Background: an optimization exercise with open tools, aiming at small area, a short achievable clock period and few clock cycles per item. Do not read the settings as production practice. Function was checked by simulation only, so behaviour that the tests miss may differ from the original. Power is estimated from default activity; no workload was simulated.

## flow/design.v (module list and top-level ports; edited modules follow where they fit)
// module pi_speed_controller_with_position_core: 243 lines
// module pisc_mul_sat: 472 lines
// module pisc_mul_u24u7: 1216 lines
// module pisc_bk32: 310 lines
// module pisc_bk17: 160 lines
// module pisc_sk14: 142 lines
// module pisc_sk12: 119 lines
module pi_speed_controller_with_position_core #(
    parameter int GEAR_MODULUS   = pisc_pkg::GEAR_MODULUS_DEF,
    parameter int INTEGRAL_LIMIT = pisc_pkg::INTEGRAL_LIMIT_DEF
) (
    input  logic                          i_clk,
    input  logic                          i_rst_n,
    input  logic                          i_s_tvalid,
    output logic                          o_s_tready,
    input  logic [pisc_pkg::IN_W-1:0]     i_s_tdata,
    output logic                          o_m_tvalid,
    input  logic                          i_m_tready,
    output logic [pisc_pkg::OUT_W-1:0]    o_m_tdata,
    input  logic                          psel,
    input  logic                          penable,
    input  logic                          pwrite,
    input  logic [pisc_pkg::APB_AW-1:0]   paddr,
    input  logic [pisc_pkg::APB_DW-1:0]   pwdata,
    output logic [pisc_pkg::APB_DW-1:0]   prdata,
    output logic                          pready
);
  // ...
==> flow/flow/run.sh <==
#!/bin/bash
# The standard layout, with plain buf_2 cells as the port buffers (the
# standard flow's buffer_ports picks a slow delay cell for them).
set -euo pipefail
export BUFFER_PORTS_ARGS="-buffer_cell sky130_fd_sc_hd__buf_2"
bash standard.sh > standard.log 2>&1
==> flow/standard.sh <==
#!/bin/bash
# synth_recipe.tcl (not shown) runs the flow's synth.tcl, then flattens the netlist and writes it again
# the make line also repeats each setting of config.mk as NAME=value (left out here)
make -C /OpenROAD-flow-scripts/flow DESIGN_CONFIG=/design/flow/config.mk WORK_HOME=/design/flow/orfs CLKGATE_MAP_FILE= SYNTH_SCRIPT=/design/flow/synth_recipe.tcl "${@:-finish}"
==> flow/config.mk <==
export PLATFORM = sky130hd
export DESIGN_NAME = pi_speed_controller_with_position_core
export DESIGN_NICKNAME = pi_speed_controller_with_position_core
export VERILOG_FILES = /design/flow/design.v
export SDC_FILE = /design/flow/constraint.sdc
export NUM_CORES = 4
export LEC_CHECK = 0
export CAP_MARGIN = 20
export CORE_MARGIN = 2
export CORE_UTILIZATION = 40
export SETUP_SLACK_MARGIN = 3.5
export SLEW_MARGIN = 20
==> flow/constraint.sdc <==
create_clock -name core_clock -period 10.0 [get_ports {i_clk}]
set_input_delay 2.0000 -clock core_clock [delete_from_list [all_inputs] [get_ports {i_clk}]]
set_output_delay 2.0000 -clock core_clock [all_outputs]
set_load 0.01 [all_outputs]
==> results.yml, run 1 <==
power_and_ir_drop:
  p_leak_uw: 0.0148
  maxPowerGroup: "registers"
  switching_power_uw: 2020
  clockPowerShare: 0.302
  pwr-share-comb: 0.325
  pwr_density_cell_nw_per_um2: 175
  swShare: 0.364
drt:
  finalWirelength_um: 68400
  wl_met1_um: 29500
synth:
  ys_warn_count: 1
  ys_ff_latch: 352
  synth_seq_area_share: 0.317
  syn_avg_cell_area_um2: 9.95
  synth_top_area_share: 0.205
  async_reset_ff_frac: 0
  yosys_most_used_dff: "edfxtp_1"
cells_and_area:
  final-seq-area_um2: 8980
  nFillCells: 6629
  insertedDiodeCount: 3
setup_path:
  cp.required_ns: 10.34
  startpoint: "r_duty3[1]"
  slowest_delay_ns: 0.87
  path_class: "flop to flop"
run_status:
  status: "no timing/DRC/antenna violations"
timing:
  finalSetupViolCount: 0
  whs_ns: 0.398
  fin_worst_skew_ns: 0.0242
  fmax_mhz: 170
clock_tree:
  cts_buffers: 45
  cts.clk_slew.worst_paths_ns: 0.06
  ctsResizeCount: 0
hold_path:
  holdCritStartpoint: "r_err2[1]"
place:
  post-place-ws_ns: 4.07
global_routing:
  top_usage_layer: "met2"
Testbench counts, summed over its fixed seeds: cycles 2,080, items 2,048.
==> inputs of run 2 (changes only) <==
--- a/flow/config.mk
+++ b/flow/config.mk
@@ -7,6 +7,6 @@
 export LEC_CHECK = 0
 export CAP_MARGIN = 20
 export CORE_MARGIN = 2
-export CORE_UTILIZATION = 40
-export SETUP_SLACK_MARGIN = 3.5
+export CORE_UTILIZATION = 60
+export SETUP_SLACK_MARGIN = 4.0
 export SLEW_MARGIN = 20
==> results.yml, run 2 <==
drt:
  first_pass_iters: 5
  drt-initial-drc-count: 1192
  drtAntennaViolNets: 0
  finalWirelength_um: 63800
  viasPerCell: 5.57
  detailroute.via_count: 20100
  detail_route.wl_per_cell_um: 17.7
  drc: 0
floorplanning:
  io_pins: 246
  die_x_um: 221
  start_util: 0.608
  rows: 79
  coreArea_um2: 46600
  dieArea_um2: 48900
  die_y_um: 221
clock_tree:
  cts_buffers: 40
  clock_latency_ns: 0.58
  cts_tree: "done"
  cts.clk_slew.worst_paths_ns: 0.06
  cts.sinks: 352
  root_buffer: "clkbuf_16"
  cts_max_path_buffers: 3
  ctsResizeCount: 0
  htreeDepth: 2
timing:
  fin_worst_skew_ns: 0.0361
  slew_headroom: 0.340
  setup_tns_ns: 0
  fmax_mhz: 176
  grt_setup_unrepaired: "no"
  hold_violations: 0
  finalSetupViolCount: 0
  post-route-period-util: 0.567
  tightest_slew_ns: 0.988
  timing.final.max_slew_violations: 0
  post-route-min-period_ns: 5.67
hold_path:
  hold_class: "flop to flop"
synth:
  synth_cell_types: 81
  synth_xor_xnor_area_share: 0.0508
  synth_mux_area_frac: 0.00956
  synth_area_um2: 28300
  ys_ff_latch: 352
  ys_warn_count: 1
  async_reset_ff_frac: 0
  yosys_most_used_dff: "edfxtp_1"
  synth-adder-area-share: 0.278
  yosys.area_share.simple: 0.174
  synth_compound_gate_area_share: 0.108
  synth_common_cells: "nand2_1 (342), inv_1 (291), and2_1 (277), fa_1 (268), ha_1 (200)"
  syn_avg_cell_area_um2: 9.95
  synth-edff-count: 193
  synth_seq_area_share: 0.317
  synth_most_common_cell: "nand2_1"
  yosys.area.top_type: "edfxtp_1"
  synth.area.top_cells: "edfxtp_1 (20%), fa_1 (19%), dfxtp_1 (11%)"
  synth_top_family_by_area: "adder cells"
  synth_top_area_share: 0.205
  syn_inst: 2843
global_routing:
  grt_pass1_vias: 20500
  track_usage: 0.263
  grt_pass1_wl_um: 105000
  grt_antenna_before_repair: 0
  grt_max_degree: 157
  grt_overflow: 0
setup_path:
  start_kind: "flop"
  cp_common_cell: "fa_1"
  cp_cell_sequence: "and2_1 > fa_1 > fa_1 > fa_1 > fa_1 > ha_1 > a211oi_1 > nand2_1 > o221a_2 > o31ai_1 > a211o_1 > o21ai_0 > a41oi_1 > nand2b_1 > a21oi_1 > xnor2_1"
  end_kind: "flop"
  slowest_delay_ns: 0.62
  worst_path_max_delay_cell: "edfxtp_1"
  path_class: "flop to flop"
  crit_family: "adder cells"
  arrival_ns: 6.01
  crit_buf_inv: 0
  cp.required_ns: 10.34
  path_max_fanout: 14
cells_and_area:
  largestRegisters: "r_segment (32), r_travel (32), r_w (24)"
  num-nets-final: 3522
  mostFrequentLayoutCells: "nand2_1 (341), inv_1 (290), and2_1 (276)"
  area_delta_synth_final_pct: 9.47
  insertedDiodeCount: 0
  mostFrequentLayoutCell: "nand2_1"
  nFillCells: 3759
  design_area_um2: 31000
  drive_gt1_frac: 0.102
power_and_ir_drop:
  clockPowerShare: 0.276
  pwr-share-seq: 0.385
  pwr-share-comb: 0.339
  pwr_density_cell_nw_per_um2: 172
  switching_power_uw: 1940
  p_leak_uw: 0.0147
  internal_power_uw: 3400
  vdd_ir_drop_max_uv: 176
  swShare: 0.363
place:
  routabilityCongestion: 0.887
  placed_cell_area_um2: 29600
  dp_hpwl_um: 46700
  port-buffer-count: 200
job:
  drv_cap: 0
run_status:
  status: "no timing/DRC/antenna violations"
## run 2: kinds of logic (layout without fill, tap and decap cells)
group / count (synthesis) / in the layout
AND/OR/NAND/NOR: 965 / 965
buffers and inverters: 438 / 583
XOR/XNOR: 164 / 164
multiplexers: 27 / 27
adder cells (fa/ha/maj): 468 / 468
other: 2 / 23
AO/OA/AOI/OAI: 427 / 427
flip-flops: 352 / 352
## run 2: layout make-up
type                    instances  area [µm²]  share of cell area
clock buffers                  53        1080              0.0349
clock inverters                19         235             0.00760
multi-input cells            2074       17700               0.570
inverters                     294        1110              0.0358
repair buffers                217        1140              0.0369
well taps                     607         759              0.0245
flip-flops and latches        352        8980               0.290
## run 2: repair_timing
action,4_1_cts,5_1_grt
hold buffers,0,0
endpoints found under the setup margin,0,1
setup buffers,0,2
## run 2: worst register-to-register path, delay by kind of cell, from the launching register on
kind	cells	cell delay, ns
adder cells (fa/ha/maj)	5	2.16
AO/OA/AOI/OAI	7	2.08
flip-flops	1	0.62
AND/OR/NAND/NOR	3	0.50
XOR/XNOR	1	0.08
## run 2: routing by layer
layer | GRT usage | routed length, µm
met1 | 0.358 | 28300
met2 | 0.445 | 30900
met3 | 0.0381 | 3100
met4 | 0.0675 | 1580
met5 | 0 | 0
## run 2: path summary, 6_finish.rpt
check | startpoint | to | slack [ns] | depth (start not counted)
max | r_duty3[2] | r_cmp[14] | 4.33 | 16
min | r_d2[14] | r_d3[14] | 0.41 | 0
max reg2reg | r_duty3[2] | r_cmp[14] | 4.33 | 16
min reg2reg | r_d2[14] | r_d3[14] | 0.41 | 0
## run 2: power by group through the flow
stage	logic [µW]	clock network [µW]	registers, µW
global route	2060	1560	2090
detailed placement	1800	0	2090
CTS	1810	1510	2060
global placement	1730	0	2080
finish	1810	1470	2060
floorplan	1420	0	1960
## run 2: per-stage QoR
step	worst slack (ns)	util	hold slack [ns]	std cells	total power [µW]
floorplan	3.97	-	0.400	2864	3370
global placement	4.23	0.636	0.401	3542	3810
detailed placement	4.13	0.636	0.405	3542	3890
CTS	4.12	0.665	0.414	3614	5380
global route	4.07	0.665	0.423	3616	5710
finish	4.33	0.665	0.413	3616	5340
==> module pi_speed_controller_with_position_core, before the edit <==
module pi_speed_controller_with_position_core #(
    parameter int GEAR_MODULUS   = pisc_pkg::GEAR_MODULUS_DEF,
    parameter int INTEGRAL_LIMIT = pisc_pkg::INTEGRAL_LIMIT_DEF
) (
    input  logic                          i_clk,
    input  logic                          i_rst_n,
    input  logic                          i_s_tvalid,
    output logic                          o_s_tready,
    input  logic [pisc_pkg::IN_W-1:0]     i_s_tdata,
    output logic                          o_m_tvalid,
    input  logic                          i_m_tready,
    output logic [pisc_pkg::OUT_W-1:0]    o_m_tdata,
    input  logic                          psel,
    input  logic                          penable,
    input  logic                          pwrite,
    input  logic [pisc_pkg::APB_AW-1:0]   paddr,
    input  logic [pisc_pkg::APB_DW-1:0]   pwdata,
    output logic [pisc_pkg::APB_DW-1:0]   prdata,
    output logic                          pready
);
    localparam logic [23:0] W_RST = 24'((pisc_pkg::PWM_PERIOD_RST * 4096 + 24) / 25);
    logic [7:0]  r_kp;
    logic [7:0]  r_ki;
    logic [15:0] r_per;
    logic        w_cfg_wr;
    assign pready   = 1'b1;
    assign w_cfg_wr = psel && penable && pwrite;
    always_ff @(posedge i_clk) begin
        if (!i_rst_n) begin
            r_kp  <= pisc_pkg::PROP_GAIN_RST;
            r_ki  <= pisc_pkg::INTEG_GAIN_RST;
            r_per <= pisc_pkg::PWM_PERIOD_RST;
        end else if (w_cfg_wr) begin
            case (paddr[3:2])
                2'd0: r_kp  <= pwdata[7:0];
                2'd1: r_ki  <= pwdata[7:0];
                2'd2: r_per <= pwdata[15:0];
                default: ;
            endcase
        end
    end
    always_comb begin
        case (paddr[3:2])
            2'd0:    prdata = {24'd0, r_kp};
            2'd1:    prdata = {24'd0, r_ki};
            2'd2:    prdata = {16'd0, r_per};
            default: prdata = '0;
        endcase
    end
    logic [23:0] r_w;
    logic [4:0]  r_rem;
    logic [3:0]  r_wcnt;
    logic        w_per_wr;
    logic [2:0]  w_dig;
    logic [7:0]  w_dv;
    logic [2:0]  w_qd;
    logic [4:0]  w_rd;
    assign w_per_wr = w_cfg_wr && (paddr[3:2] == 2'd2);
    always_comb begin
        case (r_wcnt)
            4'd8:    w_dig = r_per[11:9];
            4'd7:    w_dig = r_per[8:6];
            4'd6:    w_dig = r_per[5:3];
            4'd5:    w_dig = r_per[2:0];
            4'd2:    w_dig = 3'd3;
            default: w_dig = 3'd0;
        endcase
    end
    assign w_dv = {r_rem, w_dig};
    always_comb begin
        w_qd = '0;
        for (int j = 1; j < 8; j++) if (w_dv >= 8'(25 * j)) w_qd = 3'(j);
    end
    assign w_rd = 5'(w_dv - {w_qd, 4'b0} - {w_qd, 3'b0} - {5'b0, w_qd});
    always_ff @(posedge i_clk) begin
        if (!i_rst_n) begin
            r_wcnt <= 4'd0;
            r_w    <= W_RST;
        end else if (w_per_wr) begin
            r_wcnt <= 4'd8;
        end else if (r_wcnt != 4'd0) begin
            r_wcnt <= r_wcnt - 4'd1;
            r_w    <= {r_w[20:0], w_qd};
        end
    end
    always_ff @(posedge i_clk) begin
        if (w_per_wr) begin
            r_rem <= {1'b0, pwdata[15:12]};
        end else begin
            r_rem <= w_rd;
        end
    end
    logic w_busy;
    assign w_busy = (r_wcnt > 4'd3);
    logic r_v1, r_v2, r_v3, r_vo;
    logic w_adv;
    logic w_take;
    assign w_adv      = !r_vo || i_m_tready;
    assign o_s_tready = w_adv && !w_busy;
    assign w_take     = i_s_tvalid && o_s_tready;
    always_ff @(posedge i_clk) begin
        if (!i_rst_n) begin
            r_v1 <= 1'b0;
            r_v2 <= 1'b0;
            r_v3 <= 1'b0;
            r_vo <= 1'b0;
        end else if (w_adv) begin
            r_v1 <= w_take;
            r_v2 <= r_v1;
            r_v3 <= r_v2;
            r_vo <= r_v3;
        end
    end
    logic signed [15:0] w_delta;
    logic [16:0]        w_dbl;
    logic [16:0]        w_d17;
    logic [16:0]        w_err;
    assign w_delta = $signed(i_s_tdata[15:0]);
    assign w_dbl   = {8'd0, i_s_tdata[23:16], 1'b0};
    assign w_d17   = {i_s_tdata[15], i_s_tdata[15:0]};
    pisc_bk17 u_add_err (.i_a(w_dbl), .i_b(w_d17 ^ {17{!i_s_tdata[24]}}),
                         .i_c(!i_s_tdata[24]), .o_s(w_err), .o_c());
    logic [16:0] r_err1, r_err2, r_err3;
    logic [15:0] r_d1, r_d2, r_d3;
    logic [2:0]  r_f1, r_f2, r_f3;        
    logic        w_err_ovf;
    logic [12:0] w_pim, w_ppm;
    logic [12:0] r_pim2, r_ppm2;
    assign w_err_ovf = !(&r_err1[16:12]) && (|r_err1[16:12]);
    pisc_mul_sat u_mul_pi (.i_e(r_err1[11:0]), .i_s(r_err1[16]), .i_k(r_ki), .o_m(w_pim));
    pisc_mul_sat u_mul_pp (.i_e(r_err1[11:0]), .i_s(r_err1[16]), .i_k(r_kp), .o_m(w_ppm));
    logic [11:0] r_integ;
    logic [6:0]  r_duty3;
    logic        w_sgn2;
    logic [13:0] w_pi14, w_pp14;
    logic [13:0] w_s;
    logic        w_s_neg, w_s_big;
    logic [11:0] w_integ;
    logic [13:0] w_ca_s, w_ca_m, w_ca_c, w_suma, w_sumb;
    logic [6:0]  w_duty_a, w_duty_b, w_duty_c, w_duty;
    function automatic logic [6:0] duty_of(input logic [13:0] sum);
        if (sum[13])                     duty_of = 7'd0;
        else if (sum >= 14'd3200)        duty_of = 7'd100;
        else                             duty_of = sum[11:5];
    endfunction
    assign w_sgn2 = r_err2[16];
    assign w_pi14 = {1'b0, r_pim2} ^ {14{w_sgn2}};
    assign w_pp14 = {1'b0, r_ppm2} ^ {14{w_sgn2}};
    pisc_sk14 u_add_int (.i_a({2'b00, r_integ}), .i_b(w_pi14), .i_c(w_sgn2),
                         .o_s(w_s), .o_c());
    assign w_s_neg = w_s[13];
    assign w_s_big = !w_s[13] && (w_s >= 14'd3200);
    always_comb begin
        if (w_s_neg)      w_integ = 12'd0;
        else if (w_s_big) w_integ = 12'd3200;
        else              w_integ = w_s[11:0];
    end
    assign w_ca_s = {2'b00, r_integ} ^ w_pi14 ^ w_pp14;
    assign w_ca_m = ({2'b00, r_integ} & w_pi14) | ({2'b00, r_integ} & w_pp14)
                  | (w_pi14 & w_pp14);
    assign w_ca_c = {w_ca_m[12:0], w_sgn2};
    pisc_sk14 u_add_sa (.i_a(w_ca_s), .i_b(w_ca_c), .i_c(w_sgn2), .o_s(w_suma), .o_c());
    assign w_duty_a = duty_of(w_suma);
    assign w_sumb   = 14'd3200 - {1'b0, r_ppm2};
    assign w_duty_b = w_sgn2 ? duty_of(w_sumb) : 7'd100;
    assign w_duty_c = w_sgn2 ? 7'd0 : ((r_ppm2 >= 13'd3200) ? 7'd100 : r_ppm2[11:5]);
    assign w_duty = w_s_neg ? w_duty_c : (w_s_big ? w_duty_b : w_duty_a);
    logic [29:0] w_cmpx;
    logic [31:0] w_d32;
    logic [13:0] w_gnew;
    pisc_mul_u24u7 u_mul_cmp (.i_a(r_w), .i_b(r_duty3), .o_p(w_cmpx));
    assign w_d32  = {{16{r_d3[15]}}, r_d3};
    logic [9:0]        w_glo;
    logic signed [7:0] w_ghs;
    logic [4:0]        w_ghi;
    assign w_glo = {1'b0, r_gear[8:0]} + {1'b0, r_d3[8:0]};
    assign w_ghs = $signed({3'b000, r_gear[13:9]}) + $signed(r_d3[15:9])
                 + $signed({7'd0, w_glo[9]});
    always_comb begin
        if (w_ghs >= 8'sd75)       w_ghi = 5'(w_ghs - 8'sd75);
        else if (w_ghs >= 8'sd50)  w_ghi = 5'(w_ghs - 8'sd50);
        else if (w_ghs >= 8'sd25)  w_ghi = 5'(w_ghs - 8'sd25);
        else if (w_ghs >= 8'sd0)   w_ghi = 5'(w_ghs);
        else if (w_ghs >= -8'sd25) w_ghi = 5'(w_ghs + 8'sd25);
        else if (w_ghs >= -8'sd50) w_ghi = 5'(w_ghs + 8'sd50);
        else                       w_ghi = 5'(w_ghs + 8'sd75);
    end
    assign w_gnew = {w_ghi, w_glo[8:0]};
    logic [6:0]  r_duty;
    logic [15:0] r_cmp;
    logic [16:0] r_err;
    logic [11:0] r_integ_o;
    logic [31:0] r_travel;
    logic [31:0] r_segment;
    logic [13:0] r_gear;
    logic [31:0] w_travel;
    logic [31:0] w_segment;
    pisc_bk32 u_add_trv (.i_a(r_f3[0] ? 32'd0 : r_travel), .i_b(w_d32), .i_c(1'b0),
                         .o_s(w_travel), .o_c());
    pisc_bk32 u_add_seg (.i_a((r_f3[0] || r_f3[1]) ? 32'd0 : r_segment), .i_b(w_d32),
                         .i_c(1'b0), .o_s(w_segment), .o_c());
    always_ff @(posedge i_clk) begin
        if (w_adv) begin
            r_err1 <= {w_err[16:12], w_err[11:0] ^ {12{w_err[16]}}};
            r_d1   <= i_s_tdata[15:0];
            r_f1   <= i_s_tdata[27:25];
            r_err2 <= r_err1;
            r_d2   <= r_d1;
            r_f2   <= r_f1;
            r_pim2 <= (w_err_ovf && (r_ki != 8'd0)) ? 13'd4096 : w_pim;
            r_ppm2 <= (w_err_ovf && (r_kp != 8'd0)) ? 13'd4096 : w_ppm;
            r_err3  <= r_err2;
            r_d3    <= r_d2;
            r_f3    <= r_f2;
            r_duty3 <= w_duty;
            r_err     <= {r_err3[16:12], r_err3[11:0] ^ {12{r_err3[16]}}};
            r_duty    <= r_duty3;
            r_cmp     <= w_cmpx[29:14];
            r_integ_o <= r_integ;
        end
    end
    always_ff @(posedge i_clk) begin
        if (!i_rst_n) begin
            r_integ <= '0;
        end else if (w_adv && r_v2) begin
            r_integ <= w_integ;
        end
    end
    always_ff @(posedge i_clk) begin
        if (!i_rst_n) begin
            r_travel  <= '0;
            r_segment <= '0;
            r_gear    <= '0;
        end else if (w_adv && r_v3) begin
            r_travel  <= w_travel;
            r_segment <= w_segment;
            r_gear    <= r_f3[2] ? 14'd0 : w_gnew;
        end
    end
    assign o_m_tvalid = r_vo;
    assign o_m_tdata  = {6'd0, r_gear, r_segment, r_travel, r_integ_o,
                         r_err, r_cmp, r_duty};
endmodule
==> inputs of run 3 (changes only) <==
--- a/flow/design.v
+++ b/flow/design.v
@@ -256,9 +256,11 @@
     logic [9:0]        w_glo;
     logic signed [7:0] w_ghs;
     logic [4:0]        w_ghi;
-    assign w_glo = {1'b0, r_gear[8:0]} + {1'b0, r_d3[8:0]};
-    assign w_ghs = $signed({3'b000, r_gear[13:9]}) + $signed(r_d3[15:9])
-                 + $signed({7'd0, w_glo[9]});
+    logic [16:0] w_gsum;
+    pisc_sk17 u_add_gear (.i_a({3'b000, r_gear}), .i_b({r_d3[15], r_d3}), .i_c(1'b0),
+                          .o_s(w_gsum), .o_c());
+    assign w_glo = {1'b0, w_gsum[8:0]};
+    assign w_ghs = $signed(w_gsum[16:9]);
     always_comb begin
         if (w_ghs >= 8'sd75)       w_ghi = 5'(w_ghs - 8'sd75);
         else if (w_ghs >= 8'sd50)  w_ghi = 5'(w_ghs - 8'sd50);
@@ -2482,6 +2484,184 @@
     assign o_s[16] = p0[16] ^ g_15_4;
     assign o_c = g_16_1;
 endmodule
+module pisc_sk17 (
+    input  logic [16:0] i_a,
+    input  logic [16:0] i_b,
+    input  logic i_c,
+    output logic [16:0] o_s,
+    output logic o_c
+);
+    logic [16:0] p0;
+    assign p0 = i_a ^ i_b;
+    logic g_0_0, p_0_0;
+    assign g_0_0 = (i_a[0] & i_b[0]) | (p0[0] & i_c);
+    assign p_0_0 = 1'b0;
+    logic g_1_0, p_1_0;
+    assign g_1_0 = i_a[1] & i_b[1];
+    assign p_1_0 = p0[1];
+    logic g_2_0, p_2_0;
+    assign g_2_0 = i_a[2] & i_b[2];
+    assign p_2_0 = p0[2];
+    logic g_3_0, p_3_0;
+    assign g_3_0 = i_a[3] & i_b[3];
+    assign p_3_0 = p0[3];
+    logic g_4_0, p_4_0;
+    assign g_4_0 = i_a[4] & i_b[4];
+    assign p_4_0 = p0[4];
+    logic g_5_0, p_5_0;
+    assign g_5_0 = i_a[5] & i_b[5];
+    assign p_5_0 = p0[5];
+    logic g_6_0, p_6_0;
+    assign g_6_0 = i_a[6] & i_b[6];
+    assign p_6_0 = p0[6];
+    logic g_7_0, p_7_0;
+    assign g_7_0 = i_a[7] & i_b[7];
+    assign p_7_0 = p0[7];
+    logic g_8_0, p_8_0;
+    assign g_8_0 = i_a[8] & i_b[8];
+    assign p_8_0 = p0[8];
+    logic g_9_0, p_9_0;
+    assign g_9_0 = i_a[9] & i_b[9];
+    assign p_9_0 = p0[9];
+    logic g_10_0, p_10_0;
+    assign g_10_0 = i_a[10] & i_b[10];
+    assign p_10_0 = p0[10];
+    logic g_11_0, p_11_0;
+    assign g_11_0 = i_a[11] & i_b[11];
+    assign p_11_0 = p0[11];
+    logic g_12_0, p_12_0;
+    assign g_12_0 = i_a[12] & i_b[12];
+    assign p_12_0 = p0[12];
+    logic g_13_0, p_13_0;
+    assign g_13_0 = i_a[13] & i_b[13];
+    assign p_13_0 = p0[13];
+    logic g_14_0, p_14_0;
+    assign g_14_0 = i_a[14] & i_b[14];
+    assign p_14_0 = p0[14];
+    logic g_15_0, p_15_0;
+    assign g_15_0 = i_a[15] & i_b[15];
+    assign p_15_0 = p0[15];
+    logic g_16_0, p_16_0;
+    assign g_16_0 = i_a[16] & i_b[16];
+    assign p_16_0 = p0[16];
+    logic g_1_1, p_1_1;
+    assign g_1_1 = g_1_0 | (p_1_0 & g_0_0);
+    assign p_1_1 = p_1_0 & p_0_0;
+    logic g_3_1, p_3_1;
+    assign g_3_1 = g_3_0 | (p_3_0 & g_2_0);
+    assign p_3_1 = p_3_0 & p_2_0;
+    logic g_5_1, p_5_1;
+    assign g_5_1 = g_5_0 | (p_5_0 & g_4_0);
+    assign p_5_1 = p_5_0 & p_4_0;
+    logic g_7_1, p_7_1;
+    assign g_7_1 = g_7_0 | (p_7_0 & g_6_0);
+    assign p_7_1 = p_7_0 & p_6_0;
+    logic g_9_1, p_9_1;
+    assign g_9_1 = g_9_0 | (p_9_0 & g_8_0);
+    assign p_9_1 = p_9_0 & p_8_0;
+    logic g_11_1, p_11_1;
+    assign g_11_1 = g_11_0 | (p_11_0 & g_10_0);
+    assign p_11_1 = p_11_0 & p_10_0;
+    logic g_13_1, p_13_1;
+    assign g_13_1 = g_13_0 | (p_13_0 & g_12_0);
+    assign p_13_1 = p_13_0 & p_12_0;
+    logic g_15_1, p_15_1;
+    assign g_15_1 = g_15_0 | (p_15_0 & g_14_0);
+    assign p_15_1 = p_15_0 & p_14_0;
+    logic g_2_1, p_2_1;
+    assign g_2_1 = g_2_0 | (p_2_0 & g_1_1);
+    assign p_2_1 = p_2_0 & p_1_1;
+    logic g_3_2, p_3_2;
+    assign g_3_2 = g_3_1 | (p_3_1 & g_1_1);
+    assign p_3_2 = p_3_1 & p_1_1;
+    logic g_6_1, p_6_1;
+    assign g_6_1 = g_6_0 | (p_6_0 & g_5_1);
+    assign p_6_1 = p_6_0 & p_5_1;
+    logic g_7_2, p_7_2;
+    assign g_7_2 = g_7_1 | (p_7_1 & g_5_1);
+    assign p_7_2 = p_7_1 & p_5_1;
+    logic g_10_1, p_10_1;
+    assign g_10_1 = g_10_0 | (p_10_0 & g_9_1);
+    assign p_10_1 = p_10_0 & p_9_1;
+    logic g_11_2, p_11_2;
+    assign g_11_2 = g_11_1 | (p_11_1 & g_9_1);
+    assign p_11_2 = p_11_1 & p_9_1;
+    logic g_14_1, p_14_1;
+    assign g_14_1 = g_14_0 | (p_14_0 & g_13_1);
+    assign p_14_1 = p_14_0 & p_13_1;
+    logic g_15_2, p_15_2;
+    assign g_15_2 = g_15_1 | (p_15_1 & g_13_1);
+    assign p_15_2 = p_15_1 & p_13_1;
+    logic g_4_1, p_4_1;
+    assign g_4_1 = g_4_0 | (p_4_0 & g_3_2);
+    assign p_4_1 = p_4_0 & p_3_2;
+    logic g_5_2, p_5_2;
+    assign g_5_2 = g_5_1 | (p_5_1 & g_3_2);
+    assign p_5_2 = p_5_1 & p_3_2;
+    logic g_6_2, p_6_2;
+    assign g_6_2 = g_6_1 | (p_6_1 & g_3_2);
+    assign p_6_2 = p_6_1 & p_3_2;
+    logic g_7_3, p_7_3;
+    assign g_7_3 = g_7_2 | (p_7_2 & g_3_2);
+    assign p_7_3 = p_7_2 & p_3_2;
+    logic g_12_1, p_12_1;
+    assign g_12_1 = g_12_0 | (p_12_0 & g_11_2);
+    assign p_12_1 = p_12_0 & p_11_2;
+    logic g_13_2, p_13_2;
+    assign g_13_2 = g_13_1 | (p_13_1 & g_11_2);
+    assign p_13_2 = p_13_1 & p_11_2;
+    logic g_14_2, p_14_2;
+    assign g_14_2 = g_14_1 | (p_14_1 & g_11_2);
+    assign p_14_2 = p_14_1 & p_11_2;
+    logic g_15_3, p_15_3;
+    assign g_15_3 = g_15_2 | (p_15_2 & g_11_2);
+    assign p_15_3 = p_15_2 & p_11_2;
+    logic g_8_1, p_8_1;
+    assign g_8_1 = g_8_0 | (p_8_0 & g_7_3);
+    assign p_8_1 = p_8_0 & p_7_3;
+    logic g_9_2, p_9_2;
+    assign g_9_2 = g_9_1 | (p_9_1 & g_7_3);
+    assign p_9_2 = p_9_1 & p_7_3;
+    logic g_10_2, p_10_2;
+    assign g_10_2 = g_10_1 | (p_10_1 & g_7_3);
+    assign p_10_2 = p_10_1 & p_7_3;
+    logic g_11_3, p_11_3;
+    assign g_11_3 = g_11_2 | (p_11_2 & g_7_3);
+    assign p_11_3 = p_11_2 & p_7_3;
+    logic g_12_2, p_12_2;
+    assign g_12_2 = g_12_1 | (p_12_1 & g_7_3);
+    assign p_12_2 = p_12_1 & p_7_3;
+    logic g_13_3, p_13_3;
+    assign g_13_3 = g_13_2 | (p_13_2 & g_7_3);
+    assign p_13_3 = p_13_2 & p_7_3;
+    logic g_14_3, p_14_3;
+    assign g_14_3 = g_14_2 | (p_14_2 & g_7_3);
+    assign p_14_3 = p_14_2 & p_7_3;
+    logic g_15_4, p_15_4;
+    assign g_15_4 = g_15_3 | (p_15_3 & g_7_3);
+    assign p_15_4 = p_15_3 & p_7_3;
+    logic g_16_1, p_16_1;
+    assign g_16_1 = g_16_0 | (p_16_0 & g_15_4);
+    assign p_16_1 = p_16_0 & p_15_4;
+    assign o_s[0] = p0[0] ^ i_c;
+    assign o_s[1] = p0[1] ^ g_0_0;
+    assign o_s[2] = p0[2] ^ g_1_1;
+    assign o_s[3] = p0[3] ^ g_2_1;
+    assign o_s[4] = p0[4] ^ g_3_2;
+    assign o_s[5] = p0[5] ^ g_4_1;
+    assign o_s[6] = p0[6] ^ g_5_2;
+    assign o_s[7] = p0[7] ^ g_6_2;
+    assign o_s[8] = p0[8] ^ g_7_3;
+    assign o_s[9] = p0[9] ^ g_8_1;
+    assign o_s[10] = p0[10] ^ g_9_2;
+    assign o_s[11] = p0[11] ^ g_10_2;
+    assign o_s[12] = p0[12] ^ g_11_3;
+    assign o_s[13] = p0[13] ^ g_12_2;
+    assign o_s[14] = p0[14] ^ g_13_3;
+    assign o_s[15] = p0[15] ^ g_14_3;
+    assign o_s[16] = p0[16] ^ g_15_4;
+    assign o_c = g_16_1;
+endmodule
 module pisc_sk14 (
     input  logic [13:0] i_a,
     input  logic [13:0] i_b,
--- a/flow/config.mk
+++ b/flow/config.mk
@@ -8,5 +8,5 @@
 export CAP_MARGIN = 20
 export CORE_MARGIN = 2
 export CORE_UTILIZATION = 60
-export SETUP_SLACK_MARGIN = 4.0
+export SETUP_SLACK_MARGIN = 4.5
 export SLEW_MARGIN = 20
==> results.yml, run 3 <==
synth:
  synth-adder-area-share: 0.277
  synth_mux_area_frac: 0.00997
  syn_avg_cell_area_um2: 9.88
  async_reset_ff_frac: 0
  synth_area_um2: 28500
  synth.area.top_cells: "edfxtp_1 (20%), fa_1 (19%), dfxtp_1 (11%)"
  synth_xor_xnor_area_share: 0.0495
  ys_ff_latch: 352
  synth_most_common_cell: "nand2_1"
  synth_seq_area_share: 0.315
  synth_common_cells: "nand2_1 (359), inv_1 (312), and2_1 (282), fa_1 (269), ha_1 (200)"
  synth_top_family_by_area: "adder cells"
  yosys.area_share.simple: 0.173
  yosys_most_used_dff: "edfxtp_1"
  synth_cell_types: 85
  synth-edff-count: 193
  synth_top_area_share: 0.203
  synth_compound_gate_area_share: 0.113
  syn_inst: 2884
  ys_warn_count: 1
  yosys.area.top_type: "edfxtp_1"
job:
  drv_cap: 0
setup_path:
  end_kind: "flop"
  r2r-end: "r_cmp[15]"
  cp.required_ns: 10.35
  ff2ff_path_depth: 18
  arrival_ns: 5.73
  r2r_start: "r_duty3[1]"
  path_class: "flop to flop"
  start_kind: "flop"
  path_max_fanout: 10
  reg2reg_slack_ns: 4.62
place:
  place_inst: 3593
  dp_hpwl_um: 50100
  routabilityCongestion: 0.869
  port-buffer-count: 200
  placed_cell_area_um2: 29900
timing:
  finalSetupViolCount: 0
  timing.final.max_slew_violations: 0
  whs_ns: 0.418
  slew_headroom: 0.258
  hold_violations: 0
  grt_setup_unrepaired: "yes"
  setup_tns_ns: 0
  fin_worst_skew_ns: 0.0171
  fmax_mhz: 186
  post-route-period-util: 0.538
  tightest_slew_ns: 1.10
  post-route-min-period_ns: 5.38
cells_and_area:
  num-nets-final: 3585
  largestRegisters: "r_segment (32), r_travel (32), r_w (24)"
  mostFrequentLayoutCells: "nand2_1 (358), inv_1 (311), and2_1 (281)"
  area_delta_synth_final_pct: 10.7
  design_area_um2: 31500
  mostFrequentLayoutCell: "nand2_1"
  final_cells: 3689
  drive_gt1_frac: 0.111
drt:
  viasPerCell: 5.67
  finalWirelength_um: 67600
  detailroute.via_count: 20900
  detail_route.wl_per_cell_um: 18.3
  first_pass_iters: 6
  drt-initial-drc-count: 1225
  drtAntennaViolNets: 0
  drc: 0
clock_tree:
  cts_tree: "done"
  htreeDepth: 2
  root_buffer: "clkbuf_16"
  cts_buffers: 43
  cts.sinks: 352
  cts_max_path_buffers: 3
  cts.clk_slew.worst_paths_ns: 0.06
  postCtsHoldBufs: 0
  clock_latency_ns: 0.60
global_routing:
  track_usage: 0.279
  grt_pass1_wl_um: 110000
  grt_overflow: 0
  grt_antenna_before_repair: 6
  grt_max_degree: 115
  grt_pass1_vias: 21300
hold_path:
  hold_depth: 0
  min_to: "r_d2[4]"
  holdCritStartpoint: "r_d1[4]"
  hold_class: "flop to flop"
floorplanning:
  start_util: 0.610
  dieArea_um2: 49300
  die_y_um: 222
  die_x_um: 222
  io_pins: 246
  rows: 79
  coreArea_um2: 46800
power_and_ir_drop:
  clockPowerShare: 0.302
  internal_power_uw: 3510
  pwr-share-comb: 0.326
  swShare: 0.358
  pwr-share-seq: 0.372
  vdd_ir_drop_max_uv: 174
  fin_total_pwr_uw: 5470
  pwr_density_cell_nw_per_um2: 173
  p_leak_uw: 0.0150
  switching_power_uw: 1950
run_status:
  status: "no timing/DRC/antenna violations"
## run 3: cell type report
type / instances / area [µm²]
flip-flops and latches: 352 / 8980
multi-input cells: 2103 / 17900
inverters: 313 / 1180
diodes: 6 / 15.0
repair buffers: 228 / 1210
fillers: 3712 / 15200
clock inverters: 23 / 300
clock buffers: 57 / 1230
well taps: 607 / 759
## run 3: cells by family (layout without fill, tap and decap cells)
family	Yosys count	count (layout)
compound gates	451	451
mux	28	28
fa+ha+maj	469	469
simple gates	971	971
buf+inv	450	621
xor+xnor	161	161
flops	352	352
other cells	2	29
## run 3: how the worst max path moves through the flow
stage / from / to / slack, ns
after floorplan: i_m_tready / r_gear[4] / 3.86
after global placement: r_duty3[0] / r_cmp[15] / 4.25
after detailed placement: r_duty3[0] / r_cmp[15] / 4.12
after CTS: r_duty3[0] / r_cmp[15] / 4.51
after global routing: r_duty3[1] / r_cmp[15] / 4.34
final: r_duty3[1] / r_cmp[15] / 4.62
## run 3: power by group through the flow
stage	clock, µW	sequential [µW]	combinational (µW)
floorplan	0	1950	1360
global placement	0	2060	1690
detailed placement	0	2060	1750
CTS	1690	2030	1780
global route	1740	2060	2010
finish	1650	2030	1780
## run 3: timing repair
item	in CTS	in global routing
pin swaps	0	0
gates resized for setup	2	4
buffers inserted	8	2
setup endpoints to repair	4	8
## run 3: layer usage
metal,GRT usage,vias to the layer above,part of all wire
li1,-,9849,-
met1,0.369,10400,0.43
met2,0.464,577,0.48
met3,0.0416,122,0.058
met4,0.110,0,0.034
met5,0,-,0
## run 3: per-stage QoR
stage | setup slack [ns] | util
floorplan | 3.86 | -
global route | 4.34 | 0.675
CTS | 4.51 | 0.673
finish | 4.62 | 0.675
global placement | 4.25 | 0.639
detailed placement | 4.12 | 0.639
## run 3: critical path, stage by stage, from the launching register on
cell      delay [ns]
edfxtp_1        0.54
and2_1          0.25
fa_1            0.52
inv_1           0.06
fa_1            0.37
inv_1           0.09
fa_1            0.43
fa_1            0.44
ha_1            0.30
a41o_1          0.23
a221oi_2        0.33
a31oi_1         0.13
o22a_1          0.30
a41o_1          0.34
a31oi_2         0.23
o21ai_1         0.17
o21a_1          0.20
nor2_1          0.12
xnor2_1         0.08
Testbench counts of run 3, summed over its fixed seeds: cycles 2,080, items 2,048.
==> inputs of run 4 (changes only) <==
--- a/flow/config.mk
+++ b/flow/config.mk
@@ -8,5 +8,5 @@
 export CAP_MARGIN = 20
 export CORE_MARGIN = 2
 export CORE_UTILIZATION = 60
-export SETUP_SLACK_MARGIN = 4.5
+export SETUP_SLACK_MARGIN = 5.0
 export SLEW_MARGIN = 20
==> results.yml, run 4 <==
synth:
  synth_cell_types: 85
  ys_ff_latch: 352
  yosys_most_used_dff: "edfxtp_1"
  synth_top_area_share: 0.203
  yosys.area.top_type: "edfxtp_1"
  synth_most_common_cell: "nand2_1"
  synth-edff-count: 193
  ys_warn_count: 1
  synth_area_um2: 28500
  syn_inst: 2884
  syn_avg_cell_area_um2: 9.88
  async_reset_ff_frac: 0
  synth.area.top_cells: "edfxtp_1 (20%), fa_1 (19%), dfxtp_1 (11%)"
  synth_seq_area_share: 0.315
  synth_common_cells: "nand2_1 (359), inv_1 (312), and2_1 (282), fa_1 (269), ha_1 (200)"
clock_tree:
  cts.clk_slew.worst_paths_ns: 0.06
  cts_tree: "done"
  htreeDepth: 2
  root_buffer: "clkbuf_16"
  cts.sinks: 352
  clock_latency_ns: 0.59
  postCtsHoldBufs: 0
  cts_buffers: 42
  cts_max_path_buffers: 3
floorplanning:
  start_util: 0.610
  die_y_um: 222
  coreArea_um2: 46800
  dieArea_um2: 49300
  rows: 79
  io_pins: 246
  die_x_um: 222
job:
  drv_cap: 0
cells_and_area:
  nFillCells: 3704
  mostFrequentLayoutCells: "nand2_1 (358), inv_1 (309), and2_1 (273)"
  drive_gt1_frac: 0.136
  final_cells: 3721
  area_delta_synth_final_pct: 12.3
  mostFrequentLayoutCell: "nand2_1"
  largestRegisters: "r_segment (32), r_travel (32), r_w (24)"
  num-nets-final: 3622
  design_area_um2: 32000
hold_path:
  hold_class: "flop to flop"
  hold_depth: 0
  holdCritStartpoint: "r_f1[1]"
  min_to: "r_f2[1]"
drt:
  drt-initial-drc-count: 1312
  drtAntennaViolNets: 0
  detailroute.via_count: 20900
  first_pass_iters: 5
  viasPerCell: 5.62
  detail_route.wl_per_cell_um: 18.3
  drc: 0
  finalWirelength_um: 68300
setup_path:
  cp.depth: 19
  arrival_ns: 5.40
  crit_buf_inv: 3
  r2r_start: "r_duty3[2]"
  worst_path_max_delay_cell: "fa_2"
  start_kind: "flop"
  path_class: "flop to flop"
  cp.required_ns: 10.34
  r2r-end: "r_cmp[15]"
  reg2reg_slack_ns: 4.94
  cp_cell_sequence: "buf_6 > and2_4 > fa_1 > inv_1 > fa_2 > inv_2 > fa_1 > fa_2 > ha_4 > a41o_1 > a221oi_4 > a31oi_1 > o22a_2 > a41o_4 > a31oi_4 > o21ai_2 > o21a_1 > nor2_2 > xnor2_1"
  slowest_delay_ns: 0.61
  path_max_fanout: 4
  end_kind: "flop"
  crit_family: "adder cells"
  ff2ff_path_depth: 19
timing:
  fin_ws_ns: 4.94
  fin_worst_skew_ns: 0.0316
  timing.final.max_slew_violations: 0
  whs_ns: 0.410
  hold_violations: 0
  fmax_mhz: 198
  grt_setup_unrepaired: "yes"
  slew_headroom: 0.302
  post-route-period-util: 0.506
  setup_tns_ns: 0
  finalSetupViolCount: 0
  tightest_slew_ns: 1.03
  post-route-min-period_ns: 5.06
place:
  routabilityCongestion: 0.866
  placed_cell_area_um2: 29900
  place_inst: 3589
  dp_hpwl_um: 49400
  post-place-ws_ns: 4.29
  port-buffer-count: 200
global_routing:
  grt_pass1_vias: 21000
  grt_antenna_before_repair: 2
  grt_max_degree: 86
  grt_pass1_wl_um: 110000
  track_usage: 0.278
  grt_overflow: 0
power_and_ir_drop:
  p_leak_uw: 0.0152
  vdd_ir_drop_max_uv: 199
  pwr_density_cell_nw_per_um2: 171
run_status:
  status: "no timing/DRC/antenna violations"
## run 4: power by group
part           internal, µW  leakage (µW)  switching [µW]
registers              1770       0.00342             203
logic                   825        0.0111            1120
clock network           906      0.000704             653
total                  3500        0.0152            1970
## run 4: what timing repair did
action	4_1_cts	5_1_grt
gates resized for setup	31	49
endpoints found under the setup margin	48	60
pin swaps	18	18
setup buffers	45	7
## run 4: metal layers
layer	wire length (µm)	vias up	track usage
li1	-	9920	-
met1	30100	10400	0.374
met2	32900	517	0.464
met3	3260	120	0.0402
met4	2030	0	0.0902
met5	0	-	0
## run 4: metrics by stage
step,power (µW),utilization
after CTS,5470,0.679
after global routing,5820,0.685
after floorplan,3310,-
after global placement,3750,0.639
after detailed placement,3810,0.639
final,5480,0.685
## run 4: cell families (layout without fill, tap and decap cells)
kind of cell,Yosys count,count (layout),synth area share
AOI/OAI and AO/OA,451,451,0.113
xor gates and xnor gates,161,161,0.0495
adders and majority gates,469,469,0.277
buffers and inverters,450,657,0.0628
DFF,352,352,0.315
muxes,28,28,0.00997
other,2,25,0.000264
and+or+nand+nor,971,971,0.173
## run 4: worst reg2reg max path, cell delays in order, from the launching register on
cell and delay [ns]:
edfxtp_1 0.49, buf_6 0.18, and2_4 0.13, fa_1 0.48, inv_1 0.05, fa_2 0.33, inv_2 0.06, fa_1 0.43
fa_2 0.61, ha_4 0.21, a41o_1 0.22, a221oi_4 0.35, a31oi_1 0.14, o22a_2 0.28, a41o_4 0.24, a31oi_4 0.18
o21ai_2 0.09, o21a_1 0.18, nor2_2 0.09, xnor2_1 0.07
## run 4: layout make-up
type / count / area, µm² / area share
sequential: 352 / 8990 / 0.281
timing repair buffer: 266 / 1580 / 0.0494
multi-input combinational: 2103 / 18100 / 0.565
clock buffer: 56 / 1150 / 0.0360
antenna: 2 / 5.00 / 0.000156
tap: 607 / 759 / 0.0237
inverter: 313 / 1180 / 0.0368
clock inverter: 22 / 267 / 0.00833
## run 4: worst max-delay path by stage
stage	from	endpoint	slack, ns
2_1_floorplan	i_m_tready	r_gear[4]	3.86
3_3_place_gp	paddr[3]	prdata[0]	4.39
3_5_place_dp	r_duty3[0]	r_cmp[15]	4.29
4_1_cts	r_duty3[0]	r_cmp[15]	4.88
5_1_grt	r_duty3[2]	r_cmp[15]	4.79
6_report	r_duty3[2]	r_cmp[15]	4.94
==> inputs of run 5 (changes only) <==
--- a/flow/config.mk
+++ b/flow/config.mk
@@ -7,6 +7,7 @@
 export LEC_CHECK = 0
 export CAP_MARGIN = 20
 export CORE_MARGIN = 2
-export CORE_UTILIZATION = 60
-export SETUP_SLACK_MARGIN = 5.0
+export CORE_UTILIZATION = 70
+export PLACE_DENSITY = 0.75
+export SETUP_SLACK_MARGIN = 4.0
 export SLEW_MARGIN = 20
==> results.yml, run 5 <==
floorplanning:
  io_pins: 246
  die_x_um: 206
  coreArea_um2: 39900
  start_util: 0.714
  dieArea_um2: 42300
  rows: 73
  die_y_um: 206
clock_tree:
  cts_tree: "done"
  cts_max_path_buffers: 3
  clock_latency_ns: 0.59
  root_buffer: "clkbuf_16"
  htreeDepth: 2
  cts.clk_slew.worst_paths_ns: 0.06
  cts.sinks: 352
  postCtsHoldBufs: 0
  cts_buffers: 41
synth:
  synth_seq_area_share: 0.315
  async_reset_ff_frac: 0
  ys_ff_latch: 352
  synth_top_area_share: 0.203
  synth_most_common_cell: "nand2_1"
  yosys_most_used_dff: "edfxtp_1"
  synth.area.top_cells: "edfxtp_1 (20%), fa_1 (19%), dfxtp_1 (11%)"
  synth_common_cells: "nand2_1 (359), inv_1 (312), and2_1 (282), fa_1 (269), ha_1 (200)"
  yosys.area.top_type: "edfxtp_1"
  synth_area_um2: 28500
  synth-edff-count: 193
  ys_warn_count: 1
  synth_cell_types: 85
  syn_avg_cell_area_um2: 9.88
  syn_inst: 2884
timing:
  hold_violations: 0
  post-route-min-period_ns: 5.63
  post-route-period-util: 0.563
  timing.final.max_slew_violations: 0
  grt_setup_unrepaired: "no"
  fin_worst_skew_ns: 0.0233
  setup_tns_ns: 0
  fmax_mhz: 178
  tightest_slew_ns: 1.11
  slew_headroom: 0.253
  finalSetupViolCount: 0
setup_path:
  path_class: "flop to flop"
  start_kind: "flop"
  end_kind: "flop"
  worst_path_max_delay_cell: "edfxtp_1"
  slowest_delay_ns: 0.57
  crit_family: "compound AO/OA/AOI/OAI gates"
  arrival_ns: 5.94
  reg2reg_slack_ns: 4.37
  cp_common_cell: "fa_1"
  path_max_fanout: 13
  cp.required_ns: 10.31
  crit_buf_inv: 2
  cp_cell_sequence: "and2_1 > fa_1 > inv_1 > fa_1 > inv_1 > fa_1 > fa_1 > ha_1 > a41o_1 > a221oi_1 > a31oi_1 > o22a_1 > a41o_1 > a31oi_2 > o21ai_0 > o21a_1 > nor2_1 > xnor2_1"
global_routing:
  track_usage: 0.329
  grt_pass1_wl_um: 110000
  grt_antenna_before_repair: 4
  met1_usage: 0.429
  grt_max_degree: 197
  top_usage_layer: "met2"
  grt_util_met2: 0.541
  grt_overflow: 0
  met3_usage: 0.0534
  grt_pass1_vias: 21900
cells_and_area:
  area_delta_synth_final_pct: 9.72
  mostFrequentLayoutCell: "nand2_1"
  final_util: 0.783
  design_area_um2: 31300
  largestRegisters: "r_segment (32), r_travel (32), r_w (24)"
  mostFrequentLayoutCells: "nand2_1 (358), inv_1 (311), and2_1 (281)"
  drive_gt1_frac: 0.106
  num-nets-final: 3573
  final_cells: 3591
drt:
  first_pass_iters: 5
  detailroute.via_count: 21100
  drc: 0
  detail_route.wl_per_cell_um: 18.8
  viasPerCell: 5.87
  drtAntennaViolNets: 0
  drt-initial-drc-count: 1463
  finalWirelength_um: 67700
place:
  place_inst: 3508
  dp_hpwl_um: 48800
  routabilityCongestion: 0.924
  port-buffer-count: 200
  placed_cell_area_um2: 29800
power_and_ir_drop:
  p_leak_uw: 0.0150
  pwr-share-comb: 0.329
  pwr-share-seq: 0.378
  swShare: 0.361
  pwr_density_cell_nw_per_um2: 173
  switching_power_uw: 1950
  internal_power_uw: 3450
  vdd_ir_drop_max_uv: 181
  clockPowerShare: 0.293
run_status:
  status: "no timing/DRC/antenna violations"
job:
  drv_cap: 0
hold_path:
  hold_class: "flop to flop"
-- run 5: cell types whose count changed in the layout (fill, tap and decap cells not counted), moves of 9 or more --
cell	before	now
buf_6	9	0
buf_4	54	18
dfxtp_2	10	0
dfxtp_1	149	159
o21ai_0	57	68
-- run 5: final cells by class --
cell class              count  area, µm²
flip-flops and latches    352       8980
diodes                      4       10.0
multi-input cells        2103      17800
fillers                  2625       8650
clock buffers              55       1190
inverters                 313       1180
well taps                 525        657
clock inverters            21        254
repair buffers            218       1150
-- run 5: through the flow --
stage          hold slack (ns)  total power, µW  setup slack [ns]
6_report                 0.412             5400              4.37
5_1_grt                  0.423             5740              4.02
4_1_cts                  0.418             5410              4.12
3_5_place_dp             0.405             3810              4.12
3_3_place_gp             0.402             3720              4.28
2_1_floorplan            0.400             3310              3.86
-- run 5: cells by family (layout without fill, tap and decap cells) --
kind of cell    count (synthesis)  after routing  share of synthesized area
compound gates                451            451                      0.113
xor+xnor                      161            161                     0.0495
fa+ha+maj                     469            469                      0.277
buf+inv                       450            607                     0.0628
flops                         352            352                      0.315
mux                            28             28                    0.00997
other cells                     2             27                   0.000264
simple gates                  971            971                      0.173
-- run 5: power by group through the flow --
stage	sequential, µW	combinational, µW	clock [µW]
after CTS	2040	1770	1600
final	2040	1780	1580
after global routing	2070	2010	1660
after floorplan	1950	1360	0
after detailed placement	2060	1750	0
after global placement	2050	1670	0
-- run 5: final timing paths --
| check | start | to | cells after the start |
|---|---|---|---|
| worst max-delay path | r_duty3[0] | r_cmp[15] | 18 |
| worst min-delay path | r_f2[2] | r_f3[2] | 0 |
| worst max register to register | r_duty3[0] | r_cmp[15] | 18 |
| worst min register to register | r_f2[2] | r_f3[2] | 0 |
-- run 5: what timing repair did --
item,4_1_cts,5_1_grt
setup buffers,0,3
endpoints found under the setup margin,0,3
resized for setup,0,1
-- run 5: layer usage --
layer | up-vias | share of wire
li1 | 9811 | -
met1 | 10400 | 0.41
met2 | 719 | 0.48
met3 | 180 | 0.068
met4 | 0 | 0.044
met5 | - | 0

-- what the ideal ports hide --
The results above use ideal ports. As a check the final layouts listed here were re-extracted and re-timed, cells and wires unchanged. Step 1 assumes that a clkbuf_16 drives the clock port and a buf_2 every other input. Step 2 moves the port delays by t, midway between the first and last clock arrival at a register: inputs arrive t later, outputs are due t later. That takes back most of the time a late clock gives input paths. Slacks: ideal ports / drivers / drivers and shift; pairs: ideal ports / drivers.
run | t, ns | slack for setup (ns) | clock arrival spread, ns
run 1 | 0.657 | 4.131 / 4.131 / 4.131 | 0.027 / 0.026
run 2 | 0.628 | 4.330 / 4.330 / 4.330 | 0.042 / 0.042
run 3 | 0.647 | 4.616 / 4.616 / 4.388 | 0.021 / 0.021
run 4 | 0.637 | 4.943 / 4.943 / 4.632 | 0.035 / 0.035
run 5 | 0.629 | 4.369 / 4.352 / 4.224 | 0.025 / 0.025
After both steps setup and hold are still met in every run listed. For run 4, which loses most, drivers alone change the setup slack by 0.000 ns; drivers and shift together by -0.311 ns.
